What follows belongs to an exercise in optimizing a design on an open flow for small area, a short achievable clock period and few clock cycles per item; a production flow would make more cautious choices.
Where RTL was checked, it was by simulation tests only, not by an equivalence proof against the original.

Design process_id_sha256_uuidv8, start of the top module:
module process_id_sha256_uuidv8 (
  input  logic                               clk,
  input  logic                               rst_n,
  input  logic                               in_valid,
  output logic                               in_ready,
  input  pidsha_pkg::pidsha_in_t             in_data,
  output logic                               out_valid,
  input  logic                               out_ready,
  output pidsha_pkg::pidsha_out_t            out_data,
  input  logic                               cfg_valid,
  output logic                               cfg_ready,
  input  logic [pidsha_pkg::CFG_IDX_W-1:0]   cfg_index,
  input  logic [63:0]                        cfg_data
);
  logic       run;
  logic [5:0] cnt;
  logic       hold;
  logic       start;
  logic       last;
  assign cfg_ready = 1'b1;
  pidsha_ctrl u_ctrl (
    .clk       (clk),
    .rst_n     (rst_n),
    .in_valid  (in_valid),
    .in_ready  (in_ready),
    .out_valid (out_valid),
    .out_ready (out_ready),
    .cfg_valid (cfg_valid),
    .run       (run),
    .cnt       (cnt),
    .hold      (hold),
    .start     (start),
    .last_round(last)
  );
  pidsha_dp u_dp (
    .clk       (clk),
    .rst_n     (rst_n),
    .cfg_valid (cfg_valid),
    .cfg_index (cfg_index),
  ...
==> module pidsha_dp, before the edit <==
module pidsha_dp (
  input  logic                                clk,
  input  logic                                rst_n,
  input  logic                                cfg_valid,
  input  logic [pidsha_pkg::CFG_IDX_W-1:0]    cfg_index,
  input  logic [63:0]                         cfg_data,
  input  pidsha_pkg::pidsha_in_t              in_data,
  input  logic                                run,
  input  logic [5:0]                          cnt,
  input  logic                                hold,
  input  logic                                start,
  input  logic                                last,
  output pidsha_pkg::pidsha_out_t             out_data
);
  logic [63:0] guid_high_r;
  logic [63:0] guid_low_r;
  logic [63:0] sys_time_r;
  logic [31:0] va, vb, vc, vd, ve, vf, vg;   
  logic [31:0] sched_r [16];
  logic [31:0] hkw_r;
  logic [31:0] msg [16];
  logic [31:0] w_next;
  logic [31:0] new_w;
  logic [31:0] k_r;
  logic [31:0] hkw_g;
  logic [31:0] w_s1, w_c1, w_s2, w_c2;
  logic [31:0] k_s, k_c;
  logic [31:0] s0, s1, ch, mj;
  logic [31:0] e_s1, e_c1, e_s2, e_c2;
  logic [31:0] a_s1, a_c1, a_s2, a_c2, a_s3, a_c3;
  logic [31:0] new_a, new_e;
  logic [31:0] w_sum, k_sum, e_sum, a_sum;
  logic [31:0] h0, h1, h2, h3;
  function automatic logic [31:0] round_kx(input logic [5:0] idx);
    round_kx = (idx == 6'd63) ? 32'h307b5f59 : pidsha_pkg::round_k(idx);
  endfunction
  localparam logic [31:0] G_PRIME = 32'h5be0cd19 + 32'h428a2f98 - 32'h71374491;
  function automatic logic [31:0] csa_s(input logic [31:0] x, input logic [31:0] y, input logic [31:0] z);
    csa_s = x ^ y ^ z;
  endfunction
  function automatic logic [31:0] csa_c(input logic [31:0] x, input logic [31:0] y, input logic [31:0] z);
    logic [31:0] m;
    m = (x & y) | (x & z) | (y & z);
    csa_c = {m[30:0], 1'b0};
  endfunction
  logic [63:0] cfg_wdata;
  assign cfg_wdata = rst_n ? cfg_data : '0;
  always_ff @(posedge clk) begin
    if (!rst_n || (cfg_valid && cfg_index == pidsha_pkg::CFG_GUID_HIGH)) begin
      guid_high_r <= cfg_wdata;
    end
    if (!rst_n || (cfg_valid && cfg_index == pidsha_pkg::CFG_GUID_LOW)) begin
      guid_low_r <= cfg_wdata;
    end
    if (!rst_n || (cfg_valid && cfg_index == pidsha_pkg::CFG_SYSTEM_TIME)) begin
      sys_time_r <= cfg_wdata;
    end
  end
  always_comb begin
    msg[0]  = pidsha_pkg::bswap32(guid_high_r[63:32]);
    msg[1]  = {guid_high_r[23:16], guid_high_r[31:24], guid_high_r[7:0], guid_high_r[15:8]};
    msg[2]  = guid_low_r[63:32];
    msg[3]  = guid_low_r[31:0];
    msg[4]  = pidsha_pkg::bswap32(sys_time_r[31:0]);
    msg[5]  = pidsha_pkg::bswap32(sys_time_r[63:32]);
    msg[6]  = pidsha_pkg::bswap32(in_data.process_start_time[31:0]);
    msg[7]  = pidsha_pkg::bswap32(in_data.process_start_time[63:32]);
    msg[8]  = pidsha_pkg::bswap32(in_data.process_number[31:0]);
    msg[9]  = pidsha_pkg::bswap32(in_data.process_number[63:32]);
    msg[10] = pidsha_pkg::PAD_MARKER;
    msg[11] = '0;
    msg[12] = '0;
    msg[13] = '0;
    msg[14] = '0;
    msg[15] = pidsha_pkg::MSG_BIT_LEN;
  end
  always_comb begin
    w_s1  = csa_s(sched_r[9], sched_r[0], pidsha_pkg::small_sigma0(sched_r[1]));
    w_c1  = csa_c(sched_r[9], sched_r[0], pidsha_pkg::small_sigma0(sched_r[1]));
    w_s2  = csa_s(w_s1, w_c1, pidsha_pkg::small_sigma1(sched_r[14]));
    w_c2  = csa_c(w_s1, w_c1, pidsha_pkg::small_sigma1(sched_r[14]));
    new_w = w_sum;
    if (!run) begin
      w_next = start ? msg[1] : msg[0];
    end else if (cnt == 6'd1) begin
      w_next = msg[0];
    end else if (cnt >= 6'd2 && cnt <= 6'd15) begin
      w_next = msg[cnt[3:0]];
    end else begin
      w_next = new_w;
    end
  end
  always_ff @(posedge clk) begin
    for (int i = 0; i < 15; i++) begin
      sched_r[i] <= sched_r[i+1];
    end
    sched_r[15] <= w_next;
  end
  always_ff @(posedge clk) begin
    k_r <= round_kx(cnt);
  end
  always_comb begin
    hkw_g = vg;
    k_s   = csa_s(hkw_g, k_r, sched_r[15]);
    k_c   = csa_c(hkw_g, k_r, sched_r[15]);
  end
  always_ff @(posedge clk) begin
    hkw_r <= k_sum;
  end
  always_comb begin
    s0 = pidsha_pkg::big_sigma0(va);
    s1 = pidsha_pkg::big_sigma1(ve);
    ch = (ve & vf) ^ (~ve & vg);
    mj = (va & vb) ^ (va & vc) ^ (vb & vc);
    e_s1 = csa_s(vd, hkw_r, ch);
    e_c1 = csa_c(vd, hkw_r, ch);
    e_s2 = csa_s(e_s1, e_c1, s1);
    e_c2 = csa_c(e_s1, e_c1, s1);
    new_e = e_sum;
    a_s1 = csa_s(hkw_r, ch, mj);
    a_c1 = csa_c(hkw_r, ch, mj);
    a_s2 = csa_s(a_s1, a_c1, s0);
    a_c2 = csa_c(a_s1, a_c1, s0);
    a_s3 = csa_s(a_s2, a_c2, s1);
    a_c3 = csa_c(a_s2, a_c2, s1);
    new_a = a_sum;
  end
  always_ff @(posedge clk) begin
    va <= run ? new_a : ((va & {32{hold}}) | (pidsha_pkg::initial_h(0) & ~{32{hold}}));
    if (run) begin
      vb <= last ? va + pidsha_pkg::initial_h(1) : va;
      vc <= last ? vb + pidsha_pkg::initial_h(2) : vb;
      vd <= last ? vc + pidsha_pkg::initial_h(3) : vc;
      ve <= new_e;
      vf <= ve;
      vg <= last ? G_PRIME : vf;
    end else begin
      if (!hold) begin
        vb <= pidsha_pkg::initial_h(1);
        vc <= pidsha_pkg::initial_h(2);
        vd <= pidsha_pkg::initial_h(3);
      end
      ve <= pidsha_pkg::initial_h(4);
      vf <= pidsha_pkg::initial_h(5);
      vg <= start ? pidsha_pkg::initial_h(6) : G_PRIME;
    end
  end
  always_comb begin
    h0 = va;
    h1 = vb;
    h2 = vc;
    h3 = vd;
  end
  assign out_data.uuid_time_low   = pidsha_pkg::bswap32(h0);
  assign out_data.uuid_mid        = {h1[23:16], h1[31:24]};
  assign out_data.uuid_hi_version = {pidsha_pkg::UUID_VERSION, h1[3:0], h1[15:8]};
  assign out_data.uuid_tail       = {pidsha_pkg::UUID_VARIANT, h2[29:0], h3};
  pidsha_add32 #(.HC(1'b1)) u_add_w (.x(w_s2), .y(w_c2), .z(w_sum));
  pidsha_add32 #(.HC(1'b1)) u_add_k (.x(k_s),  .y(k_c),  .z(k_sum));
  pidsha_add32 #(.HC(1'b0)) u_add_e (.x(e_s2), .y(e_c2), .z(e_sum));
  pidsha_add32 #(.HC(1'b0)) u_add_a (.x(a_s3), .y(a_c3), .z(a_sum));
endmodule
export LEC_CHECK = 0
export CAP_MARGIN = 35
export CORE_MARGIN = 2
export CORE_UTILIZATION = 40
export SLEW_MARGIN = 20
export SYNTH_HIERARCHICAL = 1
export TNS_END_PERCENT = 5
create_clock -name core_clock -period 10.0 [get_ports {clk}]
standard.sh (not shown) runs the stock make flow with config.mk's settings and CLKGATE_MAP_FILE= SYNTH_SCRIPT=/design/flow/synth_recipe.tcl, a recipe that flattens the netlist after the stock synthesis.
==> flow/flow/run.sh <==
#!/bin/bash
set -euo pipefail
export ADDER_MAP_FILE=
export SETUP_SLACK_MARGIN=6.5
export BUFFER_PORTS_ARGS="-buffer_cell sky130_fd_sc_hd__buf_2"
bash standard.sh > standard.log 2>&1
Testbench counts at the start, summed over its fixed seeds: cycles 24,976, items 384.
Next try:
--- a/flow/design.v
+++ b/flow/design.v
@@ -288,7 +288,7 @@
   assign out_data.uuid_mid        = {h1[23:16], h1[31:24]};
   assign out_data.uuid_hi_version = {pidsha_pkg::UUID_VERSION, h1[3:0], h1[15:8]};
   assign out_data.uuid_tail       = {pidsha_pkg::UUID_VARIANT, h2[29:0], h3};
-  pidsha_add32 #(.HC(1'b1)) u_add_w (.x(w_s2), .y(w_c2), .z(w_sum));
+  pidsha_add32 #(.HC(1'b0)) u_add_w (.x(w_s2), .y(w_c2), .z(w_sum));
   pidsha_add32 #(.HC(1'b1)) u_add_k (.x(k_s),  .y(k_c),  .z(k_sum));
   pidsha_add32 #(.HC(1'b0)) u_add_e (.x(e_s2), .y(e_c2), .z(e_sum));
   pidsha_add32 #(.HC(1'b0)) u_add_a (.x(a_s3), .y(a_c3), .z(a_sum));
After rerunning: Design area came out higher by about 1.7%. Setup slack gets worse by 44 ps. Routed wire length is higher by about 2.3%. Cell count went up by about 1.5%. Global-route usage is lower by 0.15 points. Via count went up by 2.4%. Sequential cell count is unchanged. Area after synthesis is higher by 1.3%. Hold slack loses 29 ps. Die area came out higher by 1.3%. Synthesized cell count goes up by 1.9%. Non-clock buffer count fell by 12.
The RTL of the second run of this note was laid out without a check of its function.

## static timing again, ports no longer ideal
In the flow no input, the clock included, has a driving cell. The finished layouts below were timed again as built, in two steps.
Step 1 assumes that a clkbuf_16 drives the clock port and a buf_2 every other input.
Step 2, shift: input delay + t, output delay - t, t = (earliest + latest rising clock arrival at the registers) / 2. This alone moves slack from input paths to output paths.
a / b / c = no drivers / after step 1 / after step 2; a / b = the first two.
run | shift t [ns] | setup WS [ns] | worst hold slack (ns) | clock arrival spread, ns | cell pins on the clock port's net
the first run | 0.791 | 6.203 / 6.203 / 5.981 | 0.311 / 0.311 / 0.311 | 0.088 / 0.088 | 1
the second run | 0.808 | 6.159 / 6.159 / 5.460 | 0.282 / 0.282 / 0.282 | 0.065 / 0.065 | 1
After both steps setup and hold are still met in every run listed. The setup slack of the second run, which loses most, moves by 0.000 ns with the drivers and by -0.699 ns with both steps.
